What follows belongs to an exercise in optimizing a design on an open flow for small area, a short achievable clock period and few clock cycles per item; a production flow would make more cautious choices. At most, simulation tests tie the RTL to the original design; equivalence was not proved. Power is estimated from default activity; no workload was simulated.

==> 07-21 <==
==> flow/design.v <==
module ex_stage_mc #(
   parameter int DATA_W  = 32,
   parameter int RADDR_W = 5,
   parameter int MUL_BPC = 1
) (
   input  logic               CLK,
   input  logic               RESET,
   input  logic               in_valid,
   output logic               in_ready,
   input  logic               flush,
   input  logic [DATA_W-1:0]  PCPlus4_in,
   input  logic [DATA_W-1:0]  imm_signExtended_in,
   input  logic [DATA_W-1:0]  imm_zeroExtended_in,
   input  logic [DATA_W-1:0]  rs_reg_in,
   input  logic [DATA_W-1:0]  rt_reg_in,
   input  logic [RADDR_W-1:0] rt_addr_in,
   input  logic [RADDR_W-1:0] rd_addr_in,
   input  logic [4:0]         shamt_in,
   input  logic               RegWriteD,
   input  logic               MemtoRegD,
   input  logic               MemWriteD,
   input  logic               BranchD,
   input  logic               JumpD,
   input  logic               RegDstD,
   input  logic [5:0]         ALUopD,
   input  logic [5:0]         ALUfunctD,
   output logic               out_valid,
   input  logic               out_ready,
   output logic               RegWriteE,
   output logic               MemtoRegE,
   output logic               MemWriteE,
   output logic               BranchE,
   output logic               JumpE,
   output logic [5:0]         ALUopE,
   output logic [DATA_W-1:0]  WriteData_out,
   output logic [DATA_W-1:0]  PCBranch_out,
   output logic [RADDR_W-1:0] wb_addr_out,
   output logic [DATA_W-1:0]  ALUOut,
   output logic [DATA_W-1:0]  hi_out,
   output logic [DATA_W-1:0]  lo_out,
   output logic               busy
);
   localparam int W  = DATA_W;
   localparam int SW = W + 9;           
   logic               vld;             
   logic               mrun;            
   logic [1:0]         cnt;             
   logic               msgn;            
   logic [W-1:0]       alu_q, pcb_q, wd_q, hi, lo;
   logic [RADDR_W-1:0] wb_q;
   logic [5:0]         op_q;
   logic               regw_q, m2r_q, memw_q, br_q, jmp_q;
   logic cap, is_mul;
   assign out_valid = vld && !mrun;
   assign busy      = vld && mrun;
   assign in_ready  = !mrun && (!vld || out_ready);
   assign cap       = in_valid && in_ready && !flush;
   logic [5:0] op, fn;
   logic rtype, s_add, s_and, s_or, s_xor, s_nor, s_slt, s_sltu;
   logic s_sll, s_srl, s_sra, s_hi, s_lo, s_pc, s_imm, s_immz;
   assign op     = ALUopD;
   assign fn     = ALUfunctD;
   assign rtype  = (op == 6'h00);
   assign is_mul = rtype && (fn[5:1] == 5'b01100);
   assign s_imm  = (op == 6'h08) || (op == 6'h09) || (op == 6'h23) || (op == 6'h2B);
   assign s_add  = (rtype && (fn[5:2] == 4'b1000)) || s_imm || (op == 6'h04) || (op == 6'h05);
   assign s_immz = (op == 6'h0C) || (op == 6'h0D);
   assign s_and  = (rtype && (fn == 6'h24)) || (op == 6'h0C);
   assign s_or   = (rtype && (fn == 6'h25)) || (op == 6'h0D);
   assign s_xor  = rtype && (fn == 6'h26);
   assign s_nor  = rtype && (fn == 6'h27);
   assign s_slt  = rtype && (fn == 6'h2A);
   assign s_sltu = rtype && (fn == 6'h2B);
   assign s_sll  = rtype && (fn == 6'h00);
   assign s_srl  = rtype && (fn == 6'h02);
   assign s_sra  = rtype && (fn == 6'h03);
   assign s_hi   = rtype && (fn == 6'h10);
   assign s_lo   = rtype && (fn == 6'h12);
   assign s_pc   = (op == 6'h03);
   logic [W-1:0] rs, rt, addb, lopb, sum, shin, shout, shres, alu;
   logic [W+1:0] sumc;
   logic         sltu, slt, a_sub, a_imm;
   assign rs   = rs_reg_in;
   assign rt   = rt_reg_in;
   assign a_sub = op[2] || (fn[1] && !op[3] && !op[5]);
   assign a_imm = op[3] || op[5];
   assign addb = a_imm ? imm_signExtended_in : (rt ^ {W{a_sub}});
   assign sumc = {1'b0, rs, 1'b1} + {1'b0, addb, a_sub};    
   assign sum  = sumc[W:1];
   assign sltu = !sumc[W+1];
   assign slt  = (rs[W-1] ^ rt[W-1]) ? rs[W-1] : sum[W-1];
   assign lopb = s_immz ? imm_zeroExtended_in : rt;
   always_comb begin
      for (int i = 0; i < W; i++) shin[i] = s_sll ? rt[W-1-i] : rt[i];
   end
   assign shout = W'($signed({s_sra && rt[W-1], shin}) >>> shamt_in);
   always_comb begin
      for (int i = 0; i < W; i++) shres[i] = s_sll ? shout[W-1-i] : shout[i];
   end
   assign alu = ({W{s_add}} & sum)
              | ({W{s_and}} & (rs & lopb))
              | ({W{s_or}}  & (rs | lopb))
              | ({W{s_xor}} & (rs ^ rt))
              | ({W{s_nor}} & ~(rs | rt))
              | {{(W-1){1'b0}}, (s_slt && slt) || (s_sltu && sltu)}
              | ({W{s_sll || s_srl || s_sra}} & shres)
              | ({W{s_hi}} & hi_v)
              | ({W{s_lo}} & lo)
              | ({W{s_pc}} & PCPlus4_in);
   always_ff @(posedge CLK or posedge RESET) begin
      if (RESET)                         vld <= 1'b0;
      else if (flush)                    vld <= 1'b0;
      else if (cap)                      vld <= 1'b1;
      else if (out_valid && out_ready)   vld <= 1'b0;
   end
   always_ff @(posedge CLK) begin
      if (cap) begin
         alu_q  <= alu;
         pcb_q  <= PCPlus4_in + (imm_signExtended_in << 2);
         wd_q   <= rt_reg_in;
         wb_q   <= (op == 6'h03) ? RADDR_W'(31) : (RegDstD ? rd_addr_in : rt_addr_in);
         op_q   <= ALUopD;
         regw_q <= RegWriteD;
         m2r_q  <= MemtoRegD;
         memw_q <= MemWriteD;
         br_q   <= BranchD;
         jmp_q  <= JumpD;
      end
   end
   logic [W:0]    a33;                  
   logic [W+1:0]  ax;                   
   logic [11:0]   bsel, bsel_nxt;       
   logic          bext, bext_nxt;       
   logic          hx;                   
   logic [3:0]    pend;                 
   logic [W+1:0]  row [4];
   logic [SW-1:0] o [6];
   logic [SW-1:0] s1, c1, s2, c2, s3, c3, s4, c4, s;
   logic [3:0]    co;
   logic [W-1:0]  hi_v;                 
   logic          last;
   localparam logic [SW-1:0] CK = (SW'(1) << (W+2)) | (SW'(1) << (W+4)) | (SW'(1) << (W+6))
                                | (SW'(1) << (W+8));
   function automatic logic [2:0] booth(input logic [2:0] b);
      booth[2] = b[2] && !(b[1] && b[0]);                           
      booth[1] = (b[2] && !b[1] && !b[0]) || (!b[2] && b[1] && b[0]);  
      booth[0] = b[1] ^ b[0];                                       
   endfunction
   assign a33  = {msgn && wd_q[W-1], wd_q};
   assign ax   = {a33[W], a33};
   assign last = (cnt == 2'd3);
   always_comb begin
      logic [8:0] nb;
      nb = mrun ? lo[15:7] : {rs_reg_in[7:0], 1'b0};
      for (int d = 0; d < 4; d++) bsel_nxt[3*d +: 3] = booth(nb[2*d +: 3]);
      bext_nxt = mrun && (cnt == 2'd2) && !msgn && lo[15];
   end
   always_comb begin
      for (int d = 0; d < 4; d++)
         for (int j = 0; j < W + 2; j++)
            row[d][j] = ((bsel[3*d] && ax[j]) || (bsel[3*d+1] && (j > 0 ? ax[j-1] : 1'b0)))
                        ^ bsel[3*d+2];
   end
   always_comb begin
      for (int k = 0; k < 6; k++) o[k] = '0;
      o[0][W-1:0] = hi;
      o[0][W]     = hx;
      o[0][W+1]   = !hx;
      for (int d = 0; d < 4; d++) begin
         o[d+1][2*d +: W+2] = {!row[d][W+1], row[d][W:0]};
         o[5][2*d]          = bsel[3*d+2];    
      end
      o[5][W+7:8] = bext ? wd_q : '0;
      o[1] = o[1] | CK;
   end
   function automatic logic [SW-1:0] fa_s(input logic [SW-1:0] a, b, c);
      fa_s = a ^ b ^ c;
   endfunction
   function automatic logic [SW-1:0] fa_c(input logic [SW-1:0] a, b, c);
      fa_c = ((a & b) | (a & c) | (b & c)) << 1;
   endfunction
   assign s1 = fa_s(o[0], o[1], o[2]);
   assign c1 = fa_c(o[0], o[1], o[2]);
   assign s2 = fa_s(o[3], o[4], o[5]);
   assign c2 = fa_c(o[3], o[4], o[5]);
   assign s3 = fa_s(s1, c1, s2);
   assign c3 = fa_c(s1, c1, s2);
   assign s4 = fa_s(s3, c3, c2);
   assign c4 = fa_c(s3, c3, c2);
   always_comb begin
      logic [9:0] b;
      for (int k = 0; k < 4; k++) begin
         b = {1'b0, s4[8*k +: 8], 1'b1} + {1'b0, c4[8*k +: 8], pend[k]};
         s[8*k +: 8] = b[8:1];
         co[k]       = b[9];
      end
      s[SW-1:32] = s4[SW-1:32] + c4[SW-1:32];
   end
   assign hi_v = hi + {pend[3], 7'b0, pend[2], 7'b0, pend[1], 7'b0, pend[0]};
   always_ff @(posedge CLK or posedge RESET) begin
      if (RESET) begin
         mrun <= 1'b0;
         hi   <= '0;
         hx   <= 1'b0;
         pend <= '0;
         lo   <= '0;
      end else if (cap && is_mul) begin
         mrun <= 1'b1;
         hi   <= '0;
         hx   <= 1'b0;
         pend <= '0;
         lo   <= rs_reg_in;
      end else if (mrun) begin
         {hx, hi} <= s[SW-1:8];
         pend     <= co;
         lo       <= {s[7:0], lo[W-1:8]};
         if (last) mrun <= 1'b0;
      end
   end
   always_ff @(posedge CLK) begin
      cnt  <= mrun ? cnt + 2'd1 : 2'd0;
      bsel <= bsel_nxt;
      bext <= bext_nxt;
      if (cap) msgn <= !fn[0];
   end
   assign ALUOut        = alu_q;
   assign PCBranch_out  = pcb_q;
   assign WriteData_out = wd_q;
   assign wb_addr_out   = wb_q;
   assign ALUopE        = op_q;
   assign RegWriteE     = regw_q && out_valid;
   assign MemtoRegE     = m2r_q  && out_valid;
   assign MemWriteE     = memw_q && out_valid;
   assign BranchE       = br_q   && out_valid;
   assign JumpE         = jmp_q  && out_valid;
   assign hi_out        = hi_v;
   assign lo_out        = lo;
endmodule
==> flow/run.sh <==
#!/bin/bash
# synth_recipe.tcl (not shown) runs the flow's synth.tcl, then flattens the netlist and writes it again
# the make line also repeats each setting of config.mk as NAME=value (left out here)
make -C /OpenROAD-flow-scripts/flow DESIGN_CONFIG=/design/flow/config.mk WORK_HOME=/design/flow/orfs CLKGATE_MAP_FILE= SYNTH_SCRIPT=/design/flow/synth_recipe.tcl finish
==> flow/config.mk <==
export PLATFORM = sky130hd
export DESIGN_NAME = ex_stage_mc
export DESIGN_NICKNAME = ex_stage_mc
export VERILOG_FILES = /design/flow/design.v
export SDC_FILE = /design/flow/constraint.sdc
export NUM_CORES = 4
export LEC_CHECK = 0
export CAP_MARGIN = 20
export CORE_MARGIN = 2
export CORE_UTILIZATION = 45
export SETUP_SLACK_MARGIN = 4.5
export SLEW_MARGIN = 20
==> flow/constraint.sdc <==
create_clock -name core_clock -period 9.0 [get_ports {CLK}]
set_input_delay 1.8000 -clock core_clock [delete_from_list [all_inputs] [get_ports {CLK}]]
set_output_delay 1.8000 -clock core_clock [all_outputs]
set_load 0.01 [all_outputs]
==> 03-24 (differences from 07-21) <==
--- a/flow/design.v
+++ b/flow/design.v
@@ -80,6 +80,7 @@
    logic [W-1:0] rs, rt, addb, lopb, sum, shin, shout, shres, alu;
    logic [W+1:0] sumc;
    logic         sltu, slt, a_sub, a_imm;
+   logic signed [W:0] shx, shy;     
    assign rs   = rs_reg_in;
    assign rt   = rt_reg_in;
    assign a_sub = op[2] || (fn[1] && !op[3] && !op[5]);
@@ -91,11 +92,13 @@
    assign slt  = (rs[W-1] ^ rt[W-1]) ? rs[W-1] : sum[W-1];
    assign lopb = s_immz ? imm_zeroExtended_in : rt;
    always_comb begin
-      for (int i = 0; i < W; i++) shin[i] = s_sll ? rt[W-1-i] : rt[i];
-   end
-   assign shout = W'($signed({s_sra && rt[W-1], shin}) >>> shamt_in);
-   always_comb begin
-      for (int i = 0; i < W; i++) shres[i] = s_sll ? shout[W-1-i] : shout[i];
+      for (int i = 0; i < W; i++) shin[i] = fn[1] ? rt[i] : rt[W-1-i];
+   end
+   assign shx   = {fn[0] && rt[W-1], shin};
+   assign shy   = shx >>> shamt_in;
+   assign shout = shy[W-1:0];
+   always_comb begin
+      for (int i = 0; i < W; i++) shres[i] = fn[1] ? shout[i] : shout[W-1-i];
    end
    assign alu = ({W{s_add}} & sum)
               | ({W{s_and}} & (rs & lopb))
==> flow/flow/run.sh (new file) <==
#!/bin/bash
# The standard layout (standard.sh: the ORFS flow, from its standard synthesis to the
# final DEF), with one change: the placer buffers every input and output port with the
# smallest buffer, sky130_fd_sc_hd__buf_1, rather than its default pick (a 10 um2 delay
# buffer). Timing repair still resizes any port buffer that a path needs faster.
# The make output goes to standard.log; ORFS's per-step logs are under orfs/logs/.
set -euo pipefail
export BUFFER_PORTS_ARGS="-buffer_cell sky130_fd_sc_hd__buf_1"
bash standard.sh > standard.log 2>&1
==> flow/standard.sh (new file) <==
#!/bin/bash
# synth_recipe.tcl (not shown) runs the flow's synth.tcl, then flattens the netlist and writes it again
# the make line also repeats each setting of config.mk as NAME=value (left out here)
make -C /OpenROAD-flow-scripts/flow DESIGN_CONFIG=/design/flow/config.mk WORK_HOME=/design/flow/orfs CLKGATE_MAP_FILE= SYNTH_SCRIPT=/design/flow/synth_recipe.tcl "${@:-finish}"
==> flow/config.mk (replaced) <==
export PLATFORM = sky130hd
export DESIGN_NAME = ex_stage_mc
export DESIGN_NICKNAME = ex_stage_mc
export VERILOG_FILES = /design/flow/design.v
export SDC_FILE = /design/flow/constraint.sdc
export NUM_CORES = 4
export LEC_CHECK = 0
export CAP_MARGIN = 0
export CORE_MARGIN = 2
export CORE_UTILIZATION = 40
export SETUP_SLACK_MARGIN = 4.0
export SLEW_MARGIN = 0
removed: flow/run.sh
==> 01-01 (differences from 07-21) <==
--- a/flow/design.v
+++ b/flow/design.v
@@ -41,7 +41,7 @@
    output logic               busy
 );
    localparam int W  = DATA_W;
-   localparam int SW = W + 9;           
+   localparam int SW = W + 8;           
    logic               vld;             
    logic               mrun;            
    logic [1:0]         cnt;             
@@ -56,13 +56,15 @@
    assign in_ready  = !mrun && (!vld || out_ready);
    assign cap       = in_valid && in_ready && !flush;
    logic [5:0] op, fn;
-   logic rtype, s_add, s_and, s_or, s_xor, s_nor, s_slt, s_sltu;
+   logic rtype, s_add, s_sub, s_and, s_or, s_xor, s_nor, s_slt, s_sltu;
    logic s_sll, s_srl, s_sra, s_hi, s_lo, s_pc, s_imm, s_immz;
    assign op     = ALUopD;
    assign fn     = ALUfunctD;
    assign rtype  = (op == 6'h00);
    assign is_mul = rtype && (fn[5:1] == 5'b01100);
    assign s_imm  = (op == 6'h08) || (op == 6'h09) || (op == 6'h23) || (op == 6'h2B);
+   assign s_sub  = (rtype && ((fn == 6'h22) || (fn == 6'h23) || (fn == 6'h2A) || (fn == 6'h2B)))
+                   || (op == 6'h04) || (op == 6'h05);
    assign s_add  = (rtype && (fn[5:2] == 4'b1000)) || s_imm || (op == 6'h04) || (op == 6'h05);
    assign s_immz = (op == 6'h0C) || (op == 6'h0D);
    assign s_and  = (rtype && (fn == 6'h24)) || (op == 6'h0C);
@@ -78,16 +80,14 @@
    assign s_lo   = rtype && (fn == 6'h12);
    assign s_pc   = (op == 6'h03);
    logic [W-1:0] rs, rt, addb, lopb, sum, shin, shout, shres, alu;
-   logic [W+1:0] sumc;
-   logic         sltu, slt, a_sub, a_imm;
+   logic [W:0]   sumc;
+   logic         sltu, slt;
    assign rs   = rs_reg_in;
    assign rt   = rt_reg_in;
-   assign a_sub = op[2] || (fn[1] && !op[3] && !op[5]);
-   assign a_imm = op[3] || op[5];
-   assign addb = a_imm ? imm_signExtended_in : (rt ^ {W{a_sub}});
-   assign sumc = {1'b0, rs, 1'b1} + {1'b0, addb, a_sub};    
-   assign sum  = sumc[W:1];
-   assign sltu = !sumc[W+1];
+   assign addb = s_sub ? ~rt : (s_imm ? imm_signExtended_in : rt);
+   assign sumc = {1'b0, rs} + {1'b0, addb} + {{W{1'b0}}, s_sub};
+   assign sum  = sumc[W-1:0];
+   assign sltu = !sumc[W];
    assign slt  = (rs[W-1] ^ rt[W-1]) ? rs[W-1] : sum[W-1];
    assign lopb = s_immz ? imm_zeroExtended_in : rt;
    always_comb begin
@@ -104,7 +104,7 @@
               | ({W{s_nor}} & ~(rs | rt))
               | {{(W-1){1'b0}}, (s_slt && slt) || (s_sltu && sltu)}
               | ({W{s_sll || s_srl || s_sra}} & shres)
-              | ({W{s_hi}} & hi_v)
+              | ({W{s_hi}} & hi)
               | ({W{s_lo}} & lo)
               | ({W{s_pc}} & PCPlus4_in);
    always_ff @(posedge CLK or posedge RESET) begin
@@ -131,16 +131,11 @@
    logic [W+1:0]  ax;                   
    logic [11:0]   bsel, bsel_nxt;       
    logic          bext, bext_nxt;       
-   logic          hx;                   
-   logic [3:0]    pend;                 
    logic [W+1:0]  row [4];
    logic [SW-1:0] o [6];
    logic [SW-1:0] s1, c1, s2, c2, s3, c3, s4, c4, s;
-   logic [3:0]    co;
-   logic [W-1:0]  hi_v;                 
    logic          last;
-   localparam logic [SW-1:0] CK = (SW'(1) << (W+2)) | (SW'(1) << (W+4)) | (SW'(1) << (W+6))
-                                | (SW'(1) << (W+8));
+   localparam logic [SW-1:0] CK = (SW'(1) << (W+2)) | (SW'(1) << (W+4)) | (SW'(1) << (W+6));
    function automatic logic [2:0] booth(input logic [2:0] b);
       booth[2] = b[2] && !(b[1] && b[0]);                           
       booth[1] = (b[2] && !b[1] && !b[0]) || (!b[2] && b[1] && b[0]);  
@@ -151,9 +146,9 @@
    assign last = (cnt == 2'd3);
    always_comb begin
       logic [8:0] nb;
-      nb = mrun ? lo[15:7] : {rs_reg_in[7:0], 1'b0};
+      nb = cap ? {rs_reg_in[7:0], 1'b0} : lo[15:7];
       for (int d = 0; d < 4; d++) bsel_nxt[3*d +: 3] = booth(nb[2*d +: 3]);
-      bext_nxt = mrun && (cnt == 2'd2) && !msgn && lo[15];
+      bext_nxt = cap ? 1'b0 : ((cnt == 2'd2) && !msgn && lo[15]);
    end
    always_comb begin
       for (int d = 0; d < 4; d++)
@@ -163,14 +158,14 @@
    end
    always_comb begin
       for (int k = 0; k < 6; k++) o[k] = '0;
-      o[0][W-1:0] = hi;
-      o[0][W]     = hx;
-      o[0][W+1]   = !hx;
+      o[0][W-1:0] = {hi[W-1], hi[W-2:0]};
+      o[0][W]     = hi[W-1];
+      o[0][W+1]   = !hi[W-1];
       for (int d = 0; d < 4; d++) begin
          o[d+1][2*d +: W+2] = {!row[d][W+1], row[d][W:0]};
          o[5][2*d]          = bsel[3*d+2];    
       end
-      o[5][W+7:8] = bext ? wd_q : '0;
+      o[5][SW-1:8] = bext ? wd_q : '0;
       o[1] = o[1] | CK;
    end
    function automatic logic [SW-1:0] fa_s(input logic [SW-1:0] a, b, c);
@@ -187,41 +182,33 @@
    assign c3 = fa_c(s1, c1, s2);
    assign s4 = fa_s(s3, c3, c2);
    assign c4 = fa_c(s3, c3, c2);
-   always_comb begin
-      logic [9:0] b;
-      for (int k = 0; k < 4; k++) begin
-         b = {1'b0, s4[8*k +: 8], 1'b1} + {1'b0, c4[8*k +: 8], pend[k]};
-         s[8*k +: 8] = b[8:1];
-         co[k]       = b[9];
-      end
-      s[SW-1:32] = s4[SW-1:32] + c4[SW-1:32];
-   end
-   assign hi_v = hi + {pend[3], 7'b0, pend[2], 7'b0, pend[1], 7'b0, pend[0]};
+   assign s  = s4 + c4;
    always_ff @(posedge CLK or posedge RESET) begin
       if (RESET) begin
          mrun <= 1'b0;
          hi   <= '0;
-         hx   <= 1'b0;
-         pend <= '0;
          lo   <= '0;
       end else if (cap && is_mul) begin
          mrun <= 1'b1;
          hi   <= '0;
-         hx   <= 1'b0;
-         pend <= '0;
          lo   <= rs_reg_in;
       end else if (mrun) begin
-         {hx, hi} <= s[SW-1:8];
-         pend     <= co;
-         lo       <= {s[7:0], lo[W-1:8]};
+         hi   <= s[SW-1:8];
+         lo   <= {s[7:0], lo[W-1:8]};
          if (last) mrun <= 1'b0;
       end
    end
    always_ff @(posedge CLK) begin
-      cnt  <= mrun ? cnt + 2'd1 : 2'd0;
-      bsel <= bsel_nxt;
-      bext <= bext_nxt;
-      if (cap) msgn <= !fn[0];
+      if (cap && is_mul) begin
+         cnt   <= 2'd0;
+         msgn  <= !fn[0];
+      end else if (mrun) begin
+         cnt   <= cnt + 2'd1;
+      end
+      if ((cap && is_mul) || mrun) begin
+         bsel  <= bsel_nxt;
+         bext  <= bext_nxt;
+      end
    end
    assign ALUOut        = alu_q;
    assign PCBranch_out  = pcb_q;
@@ -233,6 +220,6 @@
    assign MemWriteE     = memw_q && out_valid;
    assign BranchE       = br_q   && out_valid;
    assign JumpE         = jmp_q  && out_valid;
-   assign hi_out        = hi_v;
+   assign hi_out        = hi;
    assign lo_out        = lo;
 endmodule
--- a/flow/config.mk
+++ b/flow/config.mk
@@ -7,6 +7,6 @@
 export LEC_CHECK = 0
 export CAP_MARGIN = 20
 export CORE_MARGIN = 2
-export CORE_UTILIZATION = 45
+export CORE_UTILIZATION = 60
 export SETUP_SLACK_MARGIN = 4.5
 export SLEW_MARGIN = 20
==> run summary <==
quantity                                                                 07-21                      01-01        03-24
Number of pins with negative max-slew slack in the final report              0                          -            0
Logic depth of the worst path, buffers included                             12                          -            7
Fmax achieved                                                          209 MHz                          -      203 MHz
CTS tree                                                                  done                          -         done
Met1 Wirelength                                                       45400 um                          -     44200 um
Outcome                                               timing/DRC/antenna clean  aborted with a tool error  timing/DRC/antenna clean
Stage where the flow stopped                                                 -             global routing            -
Internal power of the cells                                            4.55 mW                          -      3.80 mW
Number of library cell types mapped by synthesis                            86                         87           97
Number of instances on the worst hold path                                   1                          -            1
Count of buffers not belonging to the clock network in the layout          634                          -          441
Total Die Area                                                     55700 sq um                          -  63900 sq um
Multi-input combinational cell area                                18200 sq um                          -  17500 sq um
Uppermost metal layer occupied by signal nets                             met5                          -         met5
Synthesized net count                                                     3198                       3111         3303
Final standard cell count with taps included and fillers excluded         3885                          -         3885
Detailed Routing Iterations Pass 1                                           7                          -            9
Shortest clock period the worst path allows after layout               4.77 ns                          -      4.93 ns
Area share of the largest cell type after synthesis                      14.0%                      15.9%        13.7%
Leakage power                                                          13.9 nW                          -      11.6 nW
Worst skew pair latency                                                0.52 ns                          -      0.53 ns
WP data arrival                                                        5.04 ns                          -      3.13 ns
Met2 layer wire length in the routed design                           53800 um                          -     51600 um
Clock power share                                                         9.3%                          -        10.9%
Testbench counts of 03-24, summed over its fixed seeds: cycles 6,172, instrs 4,000.
No functional check of the RTL was part of 07-21 and 01-01.

==> what the ideal ports hide <==
How much do the figures lean on ideal ports? The routed layouts below were timed once more, with nothing changed but the port constraints.
Step 1 sets driving cells, clkbuf_16 on the clock port and buf_2 on the other inputs (assumed; they add their load-dependent delay and slew).
Step 2 times the ports against the registers' clock, not the clock port: input delays grow and output delays shrink by t, the midpoint of the rising clock arrivals with the driver on.
Three values: no drivers, after step 1, after step 2; two values: the first two.
run	t, ns	slack for setup (ns)	cell pins on the clock port's net
07-21	0.582	4.226 / 4.251 / 3.669	1
03-24	0.583	4.069 / 4.006 / 3.558	1
After both steps setup and hold are still met in every run listed. For 07-21, which loses most, drivers alone change the setup slack by +0.025 ns; drivers and shift together by -0.557 ns.
